Context: an optimization exercise on an open-source flow, tuned for a short achievable clock period and few clock cycles. The choices shown serve that exercise and are no tape-out recipe. No run shown here included a check of the RTL's function; only the layout flow was run. Power is estimated from default activity; no workload was simulated.

==> flow/constraint.sdc <==
create_clock -name core_clock -period 5.0 [get_ports {clk}]
set_input_delay 1.0000 -clock core_clock [delete_from_list [all_inputs] [get_ports {clk}]]
set_output_delay 1.0000 -clock core_clock [all_outputs]
set_load 0.01 [all_outputs]
==> flow/run.sh <==
#!/bin/bash
# synth_recipe.tcl (not shown) runs the flow's synth.tcl, then flattens the netlist and writes it again
# the make line also repeats each setting of config.mk as NAME=value (left out here)
make -C /OpenROAD-flow-scripts/flow DESIGN_CONFIG=/design/flow/config.mk WORK_HOME=/design/flow/orfs CLKGATE_MAP_FILE= SYNTH_SCRIPT=/design/flow/synth_recipe.tcl finish
==> flow/design.v <==
`default_nettype none
package bsr_pkg;
    typedef enum logic [3:0] {
        IDLE,          
        ROW_PTR_LO,    
        ROW_PTR_HI,    
        CHECK_EMPTY,   
        COL_IDX,       
        LOAD_INIT,     
        LOAD,          
        LOAD_DRAIN,    
        SEND,          
        WAIT_DONE,     
        NEXT_BLOCK,    
        NEXT_ROW,      
        FINISH         
    } sched_state_e;
endpackage
`default_nettype wire
`timescale 1ns/100ps
`default_nettype none
module bsr_scheduler_top (
    input  wire logic                       clk,
    input  wire logic                       rst_n,
    input  wire logic                       start,
    input  wire logic [16-1:0]      cfg_num_block_rows,
    output logic                            row_ptr_rd_en,
    output logic [16-1:0]           row_ptr_rd_addr,
    input  wire logic [32-1:0]      row_ptr_rd_data,
    output logic                            col_idx_rd_en,
    output logic [32-1:0]           col_idx_rd_addr,
    input  wire logic [16-1:0]      col_idx_rd_data,
    output logic                            block_rd_en,
    output logic [32-1:0]           block_rd_addr,
    input  wire logic [8-1:0]     block_rd_data,
    output logic                            systolic_valid,
    output logic [64*8-1:0] systolic_block,
    output logic [16-1:0]           systolic_block_row,
    output logic [16-1:0]           systolic_block_col,
    input  wire logic                       systolic_ready,
    input  wire logic                       systolic_done,
    output logic                            done,
    output logic                            busy,
    output logic [32-1:0]           blocks_processed
);
    logic                   rd_on;       
    logic                   run;         
    logic                   done_r;
    logic                   init;        
    logic                   init_ok;     
    logic [16-1:0]  num_rows;
    logic [16-1:0]  w_row;       
    logic [16-1:0]  rp_addr;     
    logic                   rp_good;     
    logic [32-1:0]  w_end;       
    logic                   w_end_v;
    logic [32-1:0]  w_blk;       
    logic                   w_fin;       
    logic                   l_act;
    logic [32-1:0]  rd_addr;     
    logic [32-1:0]  prev_addr;   
    logic                   prev_v;
    logic [32-1:0]  fill_blk;    
    logic                   full;        
    logic                   valid_r;
    logic                   in_array;
    logic [32-1:0]  count;
    logic [8-1:0] blk_mem [64];
    wire start_acc = start && !run && !done_r;
    wire handover  = valid_r && systolic_ready;
    wire rejected  = prev_v && full && !handover;
    wire accept    = l_act && prev_v && !rejected;
    wire last_byte = accept && (prev_addr[6-1:0] == 6'(64 - 1));
    wire w_eq      = (w_end == w_blk);
    wire w_has     = w_end_v && !w_eq;            
    wire w_step    = run && !init && w_end_v && w_eq && !w_fin;
    wire w_last    = (rp_addr == num_rows);
    wire offer     = w_has && (last_byte || (full && !valid_r));
    wire finish    = w_fin && !valid_r && (!in_array || systolic_done);
    always_ff @(posedge clk or negedge rst_n) begin
        if (!rst_n) begin
            rd_on     <= 1'b0;
            run       <= 1'b0;
            done_r    <= 1'b0;
            init      <= 1'b0;
            init_ok   <= 1'b0;
            num_rows  <= '0;
            w_row     <= '0;
            rp_addr   <= '0;
            rp_good   <= 1'b0;
            w_end     <= '0;
            w_end_v   <= 1'b0;
            w_blk     <= '0;
            w_fin     <= 1'b0;
            l_act     <= 1'b0;
            rd_addr   <= '0;
            prev_addr <= '0;
            prev_v    <= 1'b0;
            fill_blk  <= '0;
            full      <= 1'b0;
            valid_r   <= 1'b0;
            in_array  <= 1'b0;
            count     <= '0;
        end else begin
            rd_on   <= 1'b1;
            rp_good <= 1'b1;
            done_r  <= 1'b0;
            if (start_acc) begin
                run      <= 1'b1;
                init     <= 1'b1;
                init_ok  <= rd_on;             
                num_rows <= cfg_num_block_rows;
                w_row    <= '0;
                rp_addr  <= rd_on ? 16'(1) : '0;
                rp_good  <= 1'b0;
                w_end_v  <= 1'b0;
                w_fin    <= 1'b0;
                l_act    <= 1'b0;
                prev_v   <= 1'b0;
                full     <= 1'b0;
                valid_r  <= 1'b0;
                in_array <= 1'b0;
                count    <= '0;
            end else if (run) begin
                if (init) begin
                    if (init_ok) begin
                        init      <= 1'b0;
                        w_blk     <= row_ptr_rd_data;
                        fill_blk  <= row_ptr_rd_data;
                        rd_addr   <= {row_ptr_rd_data[32-6-1:0],
                                      6'(0)};
                        l_act     <= 1'b1;
                        prev_v    <= 1'b0;
                    end else begin
                        init_ok <= 1'b1;
                        rp_addr <= 16'(1);
                        rp_good <= 1'b0;
                    end
                end else begin
                    if (!w_end_v) begin
                        if (rp_good) begin
                            w_end   <= row_ptr_rd_data;
                            w_end_v <= 1'b1;
                        end
                    end else if (w_step) begin
                        if (w_last) begin
                            w_fin <= 1'b1;
                        end else begin
                            w_row   <= w_row + 1'b1;
                            rp_addr <= rp_addr + 1'b1;
                            rp_good <= 1'b0;
                            w_end_v <= 1'b0;
                        end
                    end
                    if (offer) w_blk <= w_blk + 1'b1;
                    if (rejected) begin
                        rd_addr <= prev_addr;      
                        prev_v  <= 1'b0;
                    end else begin
                        prev_addr <= rd_addr;
                        rd_addr   <= rd_addr + 1'b1;
                        prev_v    <= 1'b1;
                    end
                    if (last_byte) begin
                        full     <= 1'b1;
                        fill_blk <= fill_blk + 1'b1;
                    end
                    if (offer) valid_r <= 1'b1;
                    if (handover) begin
                        valid_r  <= 1'b0;
                        full     <= 1'b0;
                        in_array <= 1'b1;
                        count    <= count + 1'b1;
                    end else if (systolic_done) begin
                        in_array <= 1'b0;
                    end
                    if (finish) begin
                        run     <= 1'b0;
                        done_r  <= 1'b1;
                        rp_addr <= '0;             
                        l_act   <= 1'b0;
                    end
                end
            end
        end
    end
    always_ff @(posedge clk) begin
        if (accept) blk_mem[prev_addr[6-1:0]] <= block_rd_data;
        if (last_byte) systolic_block_col <= col_idx_rd_data;   
        if (offer) systolic_block_row <= w_row;
    end
    always_comb begin
        for (int k = 0; k < 64; k++) begin
            systolic_block[k*8 +: 8] = blk_mem[k];
        end
    end
    assign row_ptr_rd_en    = rd_on;
    assign row_ptr_rd_addr  = rp_addr;
    assign col_idx_rd_en    = rd_on;
    assign col_idx_rd_addr  = fill_blk;
    assign block_rd_en      = rd_on;
    assign block_rd_addr    = rd_addr;
    assign systolic_valid   = valid_r;
    assign done             = done_r;
    assign busy             = run;
    assign blocks_processed = count;
endmodule
`default_nettype wire
==> flow/config.mk <==
export PLATFORM = sky130hd
export DESIGN_NAME = bsr_scheduler_top
export DESIGN_NICKNAME = bsr_scheduler_top
export VERILOG_FILES = /design/flow/design.v
export SDC_FILE = /design/flow/constraint.sdc
export NUM_CORES = 4
export LEC_CHECK = 0
export CAP_MARGIN = 20
export CORE_MARGIN = 2
export CORE_UTILIZATION = 40
export SLEW_MARGIN = 20
==> results of run 1 <==
synthesized netlist by cell type (6+ instances only):
cell type,instances
buf_2,23
nor3_1,29
xor2_1,36
a21oi_1,118
xnor2_1,46
or3_1,33
inv_1,24
mux2_2,63
and4_1,16
buf_1,10
dfrtp_1,253
nand2_1,176
a311oi_1,6
nor2b_1,9
nor4_1,13
o31ai_1,9
nand3_1,68
a22oi_1,9
edfxtp_1,544
a211oi_1,8
o21ai_1,6
o22ai_1,18
a2bb2oi_1,8
and2_1,10
and3_1,35
o211ai_1,10
ha_1,6
nor2_1,181
or4_1,7
nand4_1,47
o22a_1,16
mux2i_1,17
clkbuf_1,59
a31oi_1,20
o21ai_0,100
power by group:
part           switching (mW)  total (mW)  leakage (nW)  internal [mW]
combinational            1.75        3.25          5.62           1.50
sequential              0.852        8.62          8.05           7.76
clock                    2.68        6.45          1.39           3.78
logic make-up after synthesis:
logic type | count (synthesis) | synth area share, %
adders and majority gates | 6 | 0.246
muxes | 80 | 2.88
other | 1 | 0.0123
and+or+nand+nor | 653 | 10.5
DFF | 797 | 74.3
xor gates and xnor gates | 83 | 2.41
AOI/OAI and AO/OA | 389 | 7.96
buffers and inverters | 125 | 1.69
sequential cells by signal (all words and copies together), names as in the netlist, 16 cells and up:
register and cells:
systolic_block_col 16, systolic_block_row 16, w_blk 32, rd_addr 32, w_row 16, count 32, w_end 32, fill_blk 32
rp_addr 16, blk_mem 512, num_rows 16, prev_addr 32
path summary, 6_finish.rpt:
check | slack [ns] | to | cells after the start | start
worst max-delay path | 1.75 | systolic_block_row[11] | 9 | systolic_ready
worst min-delay path | 0.39 | prev_addr[23] | 1 | rst_n
worst max register to register | 1.80 | w_blk[20] | 6 | run
worst min register to register | 0.48 | systolic_block_row[15] | 0 | w_row[15]
max in group asynchronous | 3.48 | count[29] | 2 | rst_n
min in group core_clock | 0.48 | systolic_block_row[15] | 0 | w_row[15]
routing by layer:
metal	GRT usage (%)	routed length (um)	up-vias
met4	8.57	3340	0
li1	-	-	9552
met5	0	0	-
met2	46.9	55300	999
met1	33.6	41700	11209
met3	5.26	7760	165
area by class of cell:
class | count | area share (%)
flip-flops and latches | 797 | 54.1
clock inverters | 47 | 1.51
inverters | 27 | 0.242
multi-input cells | 1212 | 17.5
well taps | 978 | 2.92
repair buffers | 780 | 18.4
clock buffers | 108 | 5.33
worst reg2reg max path, stage by stage, from the launching register on:
cell and delay [ns]:
dfrtp_1 0.64, buf_4 0.41, nand2_1 0.43, nand2_1 0.86, buf_4 0.38, o221ai_1 0.17
o2bb2a_1 0.26
stage by stage:
stage | setup WS, ns | power (mW) | hold WS [ns] | util, % | area [um^2]
after detailed placement | 1.03 | 12.0 | 0.464 | 51.6 | 39000
after floorplan | 2.37 | 10.3 | 0.434 | - | 30500
after global placement | 1.15 | 11.9 | 0.446 | 51.6 | 39000
after CTS | 1.72 | 18.4 | 0.471 | 55.3 | 41900
final | 1.75 | 18.3 | 0.394 | 55.3 | 41900
after global routing | 1.49 | 19.1 | 0.484 | 55.3 | 41900
==> results.txt, run 1 <==
CTS-repair resized insts: 0
Routed WL: 108000 um
Required @ worst endpoint: 5.31 ns
CTS tree: built
most common cell after layout, fill and taps aside: clkdlybuf4s50_1
synthesized cell area: 30500 um^2
H-Tree Depth: 3
RSZ-0062 raised after global routing: no
Worst slew margin: 23.3%
cell mode on critical path: inv_2
clock buffer count from CTS: 84
routability congestion estimate: 0.862
total number of yosys warnings: 1
cell chain of the critical path: clkdlybuf4s50_1, a21boi_2, nor2_2, nand2_2, inv_2, o21ai_1, a21o_1, inv_2, buf_4
EDFF count, synth: 544
synthesized net count: 2217
multi-input logic area: 7350 um^2
Storage cell area: 22700 um^2
vias in the first global route: 21.1k
nets: 2985
Clock Pin Slew Worst Setup and Hold Paths: 0.06 ns
share of layout cells above drive strength 1: 8.85%
post-synth top area share: 53.5%
CP top delay family: buffers and inverters
GRT Util Overall: 26.8%
Lkg Pwr: 15.1 nW
most frequent cells in the layout: 729 x clkdlybuf4s50_1, 544 x edfxtp_1, 252 x dfrtp_1, 181 x nor2_1, 176 x nand2_1
synthesized instance count: 2134
Finished Layout Cells: 3949
I/O pin total: 739
register area share after synthesis: 74.3%
largest net degree at the start of global routing: 115
Async SR Flop Fraction: 31.7%
Worst-Margin Slew: 1.15 ns
CP Class: in2reg
Yosys reg bits: 797
Final Hold Fails: 0
die height: 280 um
max_cap viols: 0
CP bufs+invs: 4
Die Area: 78500 um^2
synth unique cells: 81
Initial Util: 40.3%
Via density: 5.55
WP data arrival: 3.56 ns
postcts setup bufs: 0
initial antenna violation count: 2
Vias: 21.9k
Setup TNS: 0 ns
clock buffer depth: 3
Pwr Density: 437 nW/um^2
std cell rows: 101
Crit Path Max Fanout: 34
Min Clock Period, post-route: 3.25 ns
hpwl dp: 75900 um
die width: 280 um
detailed-route DRC error count: 0
CP Launch Type: input pin
DR iter-0 viols: 2012
Setup violations, final: 0
min-delay worst type: in2async
final period utilization: 65.0%
critical path's slowest cell: clkdlybuf4s50_1
Synth Area per Inst: 14.3 um^2
core area: 75700 um^2
placed cell count: 3794
# diodes: 0
global-route wire length before repair: 153000 um
P&R area growth vs syn: 37.3%
Pre-antenna DRT Iters: 5
GRT overflow: 0
Peak VDD IR: 259 uV
Detail Route Antenna Nets: 0
port bufs: 738
post-synth top area cell: edfxtp_1
Setup crit end kind: flop
clock skew: 0.0306 ns
root buffer cell: clkbuf_16
top cells by area, synth: edfxtp_1 54%, dfrtp_1 21%, mux2_2 2.3%
Max Freq: 0.308 GHz
wire per inst: 27.4 um
sinks on the clock net: 797
hold_buf cts: 0
clk latency of the worst-skew pair: 0.65 ns
Fillers: 6206
Most used DFF post-synth: edfxtp_1
status: timing/DRC/antenna clean
Final Max Slew Viols: 0
crit-path max cell delay: 0.61 ns
==> inputs of run 2 (changes only) <==
--- a/flow/config.mk
+++ b/flow/config.mk
@@ -7,2 +7,3 @@
 export LEC_CHECK = 0
+export ABC_CLOCK_PERIOD_IN_PS = 1800
 export CAP_MARGIN = 20
@@ -10,2 +11,3 @@
 export CORE_UTILIZATION = 40
+export SETUP_SLACK_MARGIN = 3.2
 export SLEW_MARGIN = 20
==> run 2 against run 1 <==
Effect of this change: global-route usage increased by 2.8 points; highest routed layer unchanged; first-iteration DRC count increased by 39%; combinational power increased by 97%; power increased by 19%; worst setup slack improved by 0.69 ns; count of clock-buffer cells in the layout decreased by 9; largest cell class unchanged; critical path depth unchanged; sequential share of layout area decreased by 6.9 points; hold slack improved by 0.055 ns.
==> results.txt, run 2 <==
P&R area growth vs syn: 58.2% (was 37.3%)
start point of the critical path: w_end[25] (was systolic_ready)
Most used DFF post-synth: edfxtp_1 (unchanged)
initial antenna violation count: 0 (was 2)
Final Max Slew Viols: 0 (unchanged)
Worst slew margin: 35.6% (was 23.3%)
Routed WL: 124000 um (was 108000 um)
Clock Pin Slew Worst Setup and Hold Paths: 0.06 ns (about the same)
met1 Use GR: 36.0% (was 33.6%)
nets: 3445 (was 2985)
min-delay worst type: in2async (unchanged)
I/O pin total: 739 (unchanged)
Detail Route Antenna Nets: 0 (unchanged)
clock skew: 0.0372 ns (was 0.0306 ns)
clock buffer count from CTS: 85 (was 84)
Setup crit end kind: flop (unchanged)
Vias: 24.8k (was 21.9k)
Reg2Reg Depth: 9 (was 6)
Max Freq: 0.392 GHz (was 0.308 GHz)
max FFs per register: 512 (unchanged)
CP Launch Type: flop (was input pin)
CTS tree: built (unchanged)
detailed-route DRC error count: 0 (unchanged)
gr busiest metal: met2 (unchanged)
most common cell in the netlist: edfxtp_1 (unchanged)
RSZ-0062 raised after global routing: yes (was no)
most frequent cells in the layout: 544 x edfxtp_1, 470 x buf_2, 299 x buf_6, 280 x buf_4, 163 x dfrtp_1 (was 729 x clkdlybuf4s50_1, 544 x edfxtp_1, 252 x dfrtp_1, 181 x nor2_1, 176 x nand2_1)
Final Hold Fails: 0 (unchanged)
Synth Area per Inst: 14.3 um^2 (unchanged)
grt met2 use: 50.7% (was 46.9%)
GRT Util Overall: 29.7% (was 26.8%)
GRT overflow: 0 (unchanged)
die height: 280 um (unchanged)
DR iter-0 viols: 2798 (was 2012)
register area share after synthesis: 74.3% (unchanged)
die width: 280 um (unchanged)
Setup violations, final: 0 (unchanged)
global-route wire length before repair: 170000 um (was 153000 um)
synth unique cells: 81 (unchanged)
CP Class: reg2reg (was in2reg)
clk latency of the worst-skew pair: 0.65 ns (about the same)
clock buffer depth: 3 (unchanged)
largest net degree at the start of global routing: 114 (was 115)
synthesized net count: 2217 (unchanged)
Reg-to-Reg End: w_row[11] (was w_blk[20])
Setup TNS: 0 ns (unchanged)
final period utilization: 51.1% (was 65.0%)
sinks on the clock net: 797 (unchanged)
port bufs: 738 (unchanged)
H-Tree Depth: 3 (unchanged)
total number of yosys warnings: 1 (unchanged)
root buffer cell: clkbuf_16 (unchanged)
Die Area: 78500 um^2 (unchanged)
final hold slack: 0.449 ns (was 0.394 ns)
synthesized instance count: 2134 (unchanged)
Min Clock Period, post-route: 2.55 ns (was 3.25 ns)
wire per inst: 28.0 um (was 27.4 um)
Lkg Pwr: 19.2 nW (was 15.1 nW)
post-route cell area: 48300 um^2 (was 41900 um^2)
hpwl dp: 73300 um (was 75900 um)
Initial Util: 40.3% (unchanged)
dpl cell area: 39500 um^2 (was 39000 um^2)
Yosys reg bits: 797 (unchanged)
std cell rows: 101 (unchanged)
most common cell after layout, fill and taps aside: edfxtp_1 (was clkdlybuf4s50_1)
WP data arrival: 3.12 ns (was 3.56 ns)
Via density: 5.62 (was 5.55)
post-synth top area share: 53.5% (unchanged)
Peak VDD IR: 353 uV (was 259 uV)
r2r startpoint: w_end[25] (was run)
Reg2Reg Setup Slack: 2.45 ns (was 1.80 ns)
synthesized cell area: 30500 um^2 (unchanged)
core area: 75700 um^2 (unchanged)
max_cap viols: 0 (unchanged)
status: timing/DRC/antenna clean (unchanged)
Worst-Margin Slew: 0.966 ns (was 1.15 ns)
Crit Path Max Fanout: 10 (was 34)
Async SR Flop Fraction: 31.7% (unchanged)
GR Layer Usage met3: 7.73% (was 5.26%)
top cells by area, synth: edfxtp_1 54%, dfrtp_1 21%, mux2_2 2.3% (unchanged)
Required @ worst endpoint: 5.57 ns (was 5.31 ns)
post-synth top area cell: edfxtp_1 (unchanged)
Commonest cells post-synth: 544 x edfxtp_1, 253 x dfrtp_1, 181 x nor2_1 (unchanged)
Pre-antenna DRT Iters: 5 (unchanged)
Critical Path End: w_row[11] (was systolic_block_row[11])
Pwr Density: 452 nW/um^2 (was 437 nW/um^2)
EDFF count, synth: 544 (unchanged)
vias in the first global route: 23.6k (was 21.1k)
share of layout cells above drive strength 1: 53.6% (was 8.85%)
# diodes: 0 (unchanged)
routability congestion estimate: 0.867 (was 0.862)
-- run 2: cell count changes in the layout (fill, tap and decap cells not counted), sizes merged --
| cell | before | now |
|---|---|---|
| buf | 51 | 1156 |
| bufbuf | 0 | 3 |
| bufinv | 11 | 15 |
| clkbuf | 108 | 102 |
| clkdlybuf4s50 | 729 | 65 |
| clkinv | 29 | 40 |
| clkinvlp | 2 | 4 |
| dlygate4sd2 | 0 | 1 |
| inv | 32 | 31 |
| nand2 | 177 | 184 |
| o21ai | 106 | 107 |
-- run 2: routing by layer --
layer / share of wire (%) / wire length (um)
met5: 0 / 0
met4: 4.7 / 5820
met3: 9.0 / 11200
met2: 50 / 61900
met1: 36 / 44900
-- run 2: worst min path at each step --
stage               depth (start not counted)  slack [ns]                      to  startpoint
finish                                      1        0.45               w_end[28]       rst_n
CTS                                         1        0.48               w_end[28]       rst_n
global placement                            0        0.45  systolic_block_row[15]   w_row[15]
detailed placement                          0        0.47  systolic_block_row[15]   w_row[15]
floorplan                                   0        0.43  systolic_block_row[15]   w_row[15]
global route                                0        0.50  systolic_block_row[15]   w_row[15]
-- run 2: power by group --
group	total [mW]	internal [mW]	leakage [nW]	switching, mW
sequential	8.61	7.81	7.94	0.798
combinational	6.41	3.28	9.82	3.13
clock	6.81	4.04	1.48	2.76
total	21.8	15.1	19.2	6.70
-- run 2: final cells by class --
| cell class | count | area, um^2 |
|---|---|---|
| fillers | 5481 | 27400 |
| multi-input cells | 1220 | 10200 |
| clock buffers | 99 | 2250 |
| flip-flops and latches | 797 | 22800 |
| repair buffers | 1228 | 10800 |
| well taps | 978 | 1220 |
| inverters | 27 | 145 |
| clock inverters | 60 | 787 |
| repair inverters | 3 | 31.3 |
-- run 2: cells by family (layout without fill, tap and decap cells) --
kind of cell	Yosys count	in the layout	synth area share, %
xor gates and xnor gates	83	83	2.41
and+or+nand+nor	653	660	10.5
adders and majority gates	6	6	0.246
DFF	797	797	74.3
buffers and inverters	125	1417	1.69
AOI/OAI and AO/OA	389	390	7.96
muxes	80	80	2.88
other	1	1	0.0123
-- run 2: through the flow --
stage	instances	setup WS [ns]	utilization (%)	power, mW
after detailed placement	3781	1.09	52.2	12.1
after global placement	3781	1.18	52.2	12.0
after floorplan	2134	2.53	-	10.5
after global routing	4412	2.42	63.8	22.5
final	4412	2.45	63.8	21.8
after CTS	4275	2.58	60.0	20.7
-- run 2: repair_timing --
| action | CTS | global route |
|---|---|---|
| endpoints found under the hold margin | 0 | 0 |
| hold buffers | 0 | 0 |
| endpoints found under the setup margin | 1452 | 1487 |
| resized for setup | 3450 | 399 |
| pin swaps | 151 | 151 |
| setup buffers | 304 | 131 |
| cloned | 31 | 6 |
-- run 2: critical path, cell delays in order, from the launching register on --
cell	delay, ns
dfrtp_1	0.41
xnor2_2	0.30
nand4_1	0.26
nor4_4	0.28
buf_6	0.17
nand4_1	0.11
buf_6	0.16
buf_12	0.14
or4_1	0.50
a21oi_2	0.14
==> inputs of run 3 (changes only) <==
--- a/flow/config.mk
+++ b/flow/config.mk
@@ -7,3 +7,3 @@
 export LEC_CHECK = 0
-export ABC_CLOCK_PERIOD_IN_PS = 1800
+export ABC_CLOCK_PERIOD_IN_PS = 2500
 export CAP_MARGIN = 20
@@ -11,3 +11,3 @@
 export CORE_UTILIZATION = 40
-export SETUP_SLACK_MARGIN = 3.2
+export SETUP_SLACK_MARGIN = 2.5
 export SLEW_MARGIN = 20
==> run 3 against run 2 <==
Effect of this change: count of clock-buffer cells in the layout grew 16; critical endpoint is now w_blk[18]; maximum frequency shrank 0.55%; global-route usage is 2.8 points lower; clock skew fell by 0.0014 ns; core utilization shrank 7.8 points; register-to-register slack about the same; sequential share of layout area grew 6.4 points; cell count fell by 9.2%; wire length fell by 12%; critical path depth rose by 1; flip-flop and latch count did not move.
==> results.txt, run 3 <==
Pint: 13.0 mW (was 15.1 mW)
clk latency of the worst-skew pair: 0.65 ns (about the same)
Die Area: 78500 um^2 (unchanged)
hpwl dp: 74200 um (was 73300 um)
Worst-Margin Slew: 1.04 ns (was 0.966 ns)
Fillers: 6358 (was 5481)
met1 Use GR: 33.0% (was 36.0%)
most common cell in the netlist: edfxtp_1 (unchanged)
final hold slack: 0.372 ns (was 0.449 ns)
Comb pwr share: 19.0% (was 29.4%)
clock buffer count from CTS: 85 (unchanged)
P&R area growth vs syn: 38.9% (was 58.2%)
die height: 280 um (unchanged)
GRT overflow: 0 (unchanged)
most frequent cells in the layout: 636 x dlygate4sd2_1, 544 x edfxtp_1, 200 x dfrtp_1, 169 x nand2_1, 113 x a21oi_1 (was 544 x edfxtp_1, 470 x buf_2, 299 x buf_6, 280 x buf_4, 163 x dfrtp_1)
synthesized instance count: 2134 (unchanged)
Vias: 22.1k (was 24.8k)
Placement Setup Slack: 0.931 ns (was 1.09 ns)
GRT Util Overall: 26.9% (was 29.7%)
nets: 3039 (was 3445)
detailed-route DRC error count: 0 (unchanged)
status: timing/DRC/antenna clean (unchanged)
Max Freq: 0.390 GHz (was 0.392 GHz)
EDFF count, synth: 544 (unchanged)
sequential fraction of design power: 46.5% (was 39.4%)
CP Launch Type: flop (unchanged)
grt met2 use: 47.1% (was 50.7%)
Async SR Flop Fraction: 31.7% (unchanged)
std cell rows: 101 (unchanged)
WP data arrival: 3.09 ns (was 3.12 ns)
Most used DFF post-synth: edfxtp_1 (unchanged)
CTS tree: built (unchanged)
Net Sw Frac: 29.7% (was 30.7%)
Routed WL: 109000 um (was 124000 um)
Min Clock Period, post-route: 2.57 ns (was 2.55 ns)
Crit Path Max Fanout: 7 (was 10)
multi-input logic area: 7990 um^2 (was 10200 um^2)
clock share of power: 34.6% (was 31.2%)
Storage cell area: 22700 um^2 (was 22800 um^2)
Pwr Density: 438 nW/um^2 (was 452 nW/um^2)
Required @ worst endpoint: 5.53 ns (was 5.57 ns)
GR Layer Usage met3: 6.14% (was 7.73%)
post-synth top area share: 53.5% (unchanged)
post-synth top area cell: edfxtp_1 (unchanged)
Final Hold Fails: 0 (unchanged)
RSZ-0062 raised after global routing: yes (unchanged)
sinks on the clock net: 797 (unchanged)
final period utilization: 51.3% (was 51.1%)
setup ws final: 2.43 ns (was 2.45 ns)
largest net degree at the start of global routing: 96 (was 114)
vias in the first global route: 21.6k (was 23.6k)
root buffer cell: clkbuf_16 (unchanged)
Reg-to-Reg End: w_blk[18] (was w_row[11])
Commonest cells post-synth: 544 x edfxtp_1, 253 x dfrtp_1, 181 x nor2_1 (unchanged)
top cells by area, synth: edfxtp_1 54%, dfrtp_1 21%, mux2_2 2.3% (unchanged)
Reg2Reg Setup Slack: 2.43 ns (was 2.45 ns)
CP Class: reg2reg (unchanged)
Worst slew margin: 30.2% (was 35.6%)
max FFs per register: 512 (unchanged)
total number of yosys warnings: 1 (unchanged)
synth unique cells: 81 (unchanged)
Synth Area per Inst: 14.3 um^2 (unchanged)
Setup TNS: 0 ns (unchanged)
max_cap viols: 0 (unchanged)
H-Tree Depth: 3 (unchanged)
I/O pin total: 739 (unchanged)
core area: 75700 um^2 (unchanged)
overall power: 18.6 mW (was 21.8 mW)
Net Switching: 5.52 mW (was 6.70 mW)
Peak VDD IR: 297 uV (was 353 uV)
Clock Pin Slew Worst Setup and Hold Paths: 0.06 ns (about the same)
DR iter-0 viols: 2000 (was 2798)
Pre-antenna DRT Iters: 5 (unchanged)
placed cell count: 3783 (was 3781)
most common cell after layout, fill and taps aside: dlygate4sd2_1 (was edfxtp_1)
Final Max Slew Viols: 0 (unchanged)
Lkg Pwr: 16.6 nW (was 19.2 nW)
synthesized cell area: 30500 um^2 (unchanged)
routability congestion estimate: 0.888 (was 0.867)
synthesized net count: 2217 (unchanged)
min-delay worst type: in2async (unchanged)
register area share after synthesis: 74.3% (unchanged)
wire per inst: 27.2 um (was 28.0 um)
Reg2Reg Depth: 10 (was 9)
gr busiest metal: met2 (unchanged)
Critical Path End: w_blk[18] (was w_row[11])
Via density: 5.52 (was 5.62)
global-route wire length before repair: 154000 um (was 170000 um)
Detail Route Antenna Nets: 0 (unchanged)
port bufs: 738 (unchanged)
clock buffer depth: 3 (unchanged)
die width: 280 um (unchanged)
share of layout cells above drive strength 1: 17.1% (was 53.6%)
r2r startpoint: w_blk[29] (was w_end[25])
Setup violations, final: 0 (unchanged)
Finished Layout Cells: 4005 (was 4412)
Initial Util: 40.3% (unchanged)
start point of the critical path: w_blk[29] (was w_end[25])
Yosys reg bits: 797 (unchanged)
Setup crit end kind: flop (unchanged)
initial antenna violation count: 1 (was 0)
clock skew: 0.0358 ns (was 0.0372 ns)
==> run 3: layout make-up <==
cell class,count,share of cell area (%)
antenna,1,0.00590
clock buffer,115,5.52
clock inverter,42,1.27
inverter,27,0.257
multi-input combinational,1213,18.8
sequential,797,53.6
tap,978,2.89
timing repair buffer,832,17.6
==> run 3: how the worst min path moves through the flow <==
stage,from,endpoint,slack [ns],depth (start not counted)
final,rst_n,w_end[28],0.37,1
after global routing,rst_n,w_blk[29],0.39,1
after global placement,w_row[15],systolic_block_row[15],0.46,0
after CTS,rst_n,w_end[28],0.37,1
after detailed placement,w_row[15],systolic_block_row[15],0.48,0
after floorplan,w_row[15],systolic_block_row[15],0.43,0
==> run 3: timing repair <==
item	4_1_cts	5_1_grt
gates resized for setup	866	79
cloned	4	1
hold buffers	0	0
buffers inserted	37	21
pin swaps	10	23
endpoints found under the setup margin	1362	151
endpoints found under the hold margin	0	0
==> run 3: cell families after synthesis <==
family / count (synthesis) / synth area share, %
other cells: 1 / 0.0123
mux: 80 / 2.88
compound gates: 389 / 7.96
flops: 797 / 74.3
xor+xnor: 83 / 2.41
buf+inv: 125 / 1.69
fa+ha+maj: 6 / 0.246
simple gates: 653 / 10.5
==> run 3: worst max-delay path, stage by stage (launching register included) <==
cell and delay [ns]:
dfrtp_1 0.46, xnor2_2 0.28, nand4_1 0.19, nor4_4 0.24, buf_4 0.18, buf_4 0.16, a21o_1 0.21, clkinv_4 0.12
buf_4 0.18, buf_4 0.15, o311a_1 0.28
==> run 3: per-stage QoR <==
step                area [um^2]  utilization [%]
finish                    42400             56.0
global route              42400             56.0
CTS                       42000             55.5
detailed placement        39000             51.5
global placement          39000             51.5
floorplan                 30600                -
==> run 3: power groups by stage <==
stage | Clock [mW] | Combinational (mW) | Sequential, mW
floorplan | 0 | 1.82 | 8.52
global placement | 0 | 3.27 | 8.68
detailed placement | 0 | 3.32 | 8.71
CTS | 6.53 | 3.43 | 8.59
global route | 6.79 | 3.78 | 8.72
finish | 6.42 | 3.52 | 8.62
==> run 3: per-layer routing <==
| metal | wire length (um) | vias to the layer above |
|---|---|---|
| li1 | - | 9680 |
| met2 | 55300 | 926 |
| met1 | 41800 | 11322 |
| met4 | 3860 | 0 |
| met5 | 0 | - |
| met3 | 7750 | 185 |

static timing again, ports no longer ideal:
The results above use ideal ports. As a check the final layouts listed here were re-extracted and re-timed, cells and wires unchanged.
Step 1, drivers: a clkbuf_16 drives clk and a buf_2 each remaining input, both assumed.
Step 2 times the ports against the registers' clock, not the clock port: input delays grow and output delays shrink by t, the midpoint of the rising clock arrivals with the driver on.
a / b / c = ideal / step 1 / step 2; a / b = the first two.
run | t (ns) | setup slack, ns | worst setup path at the end
run 1 | 0.701 | 1.752 / 1.798 / 1.097 | input to register
run 2 | 0.704 | 2.447 / 2.447 / 1.935 | input to register
run 3 | 0.696 | 2.433 / 2.433 / 1.842 | input to register
After both steps every run listed still meets setup and hold. For run 1, which loses most, drivers alone change the setup slack by +0.046 ns; drivers and shift together by -0.655 ns.
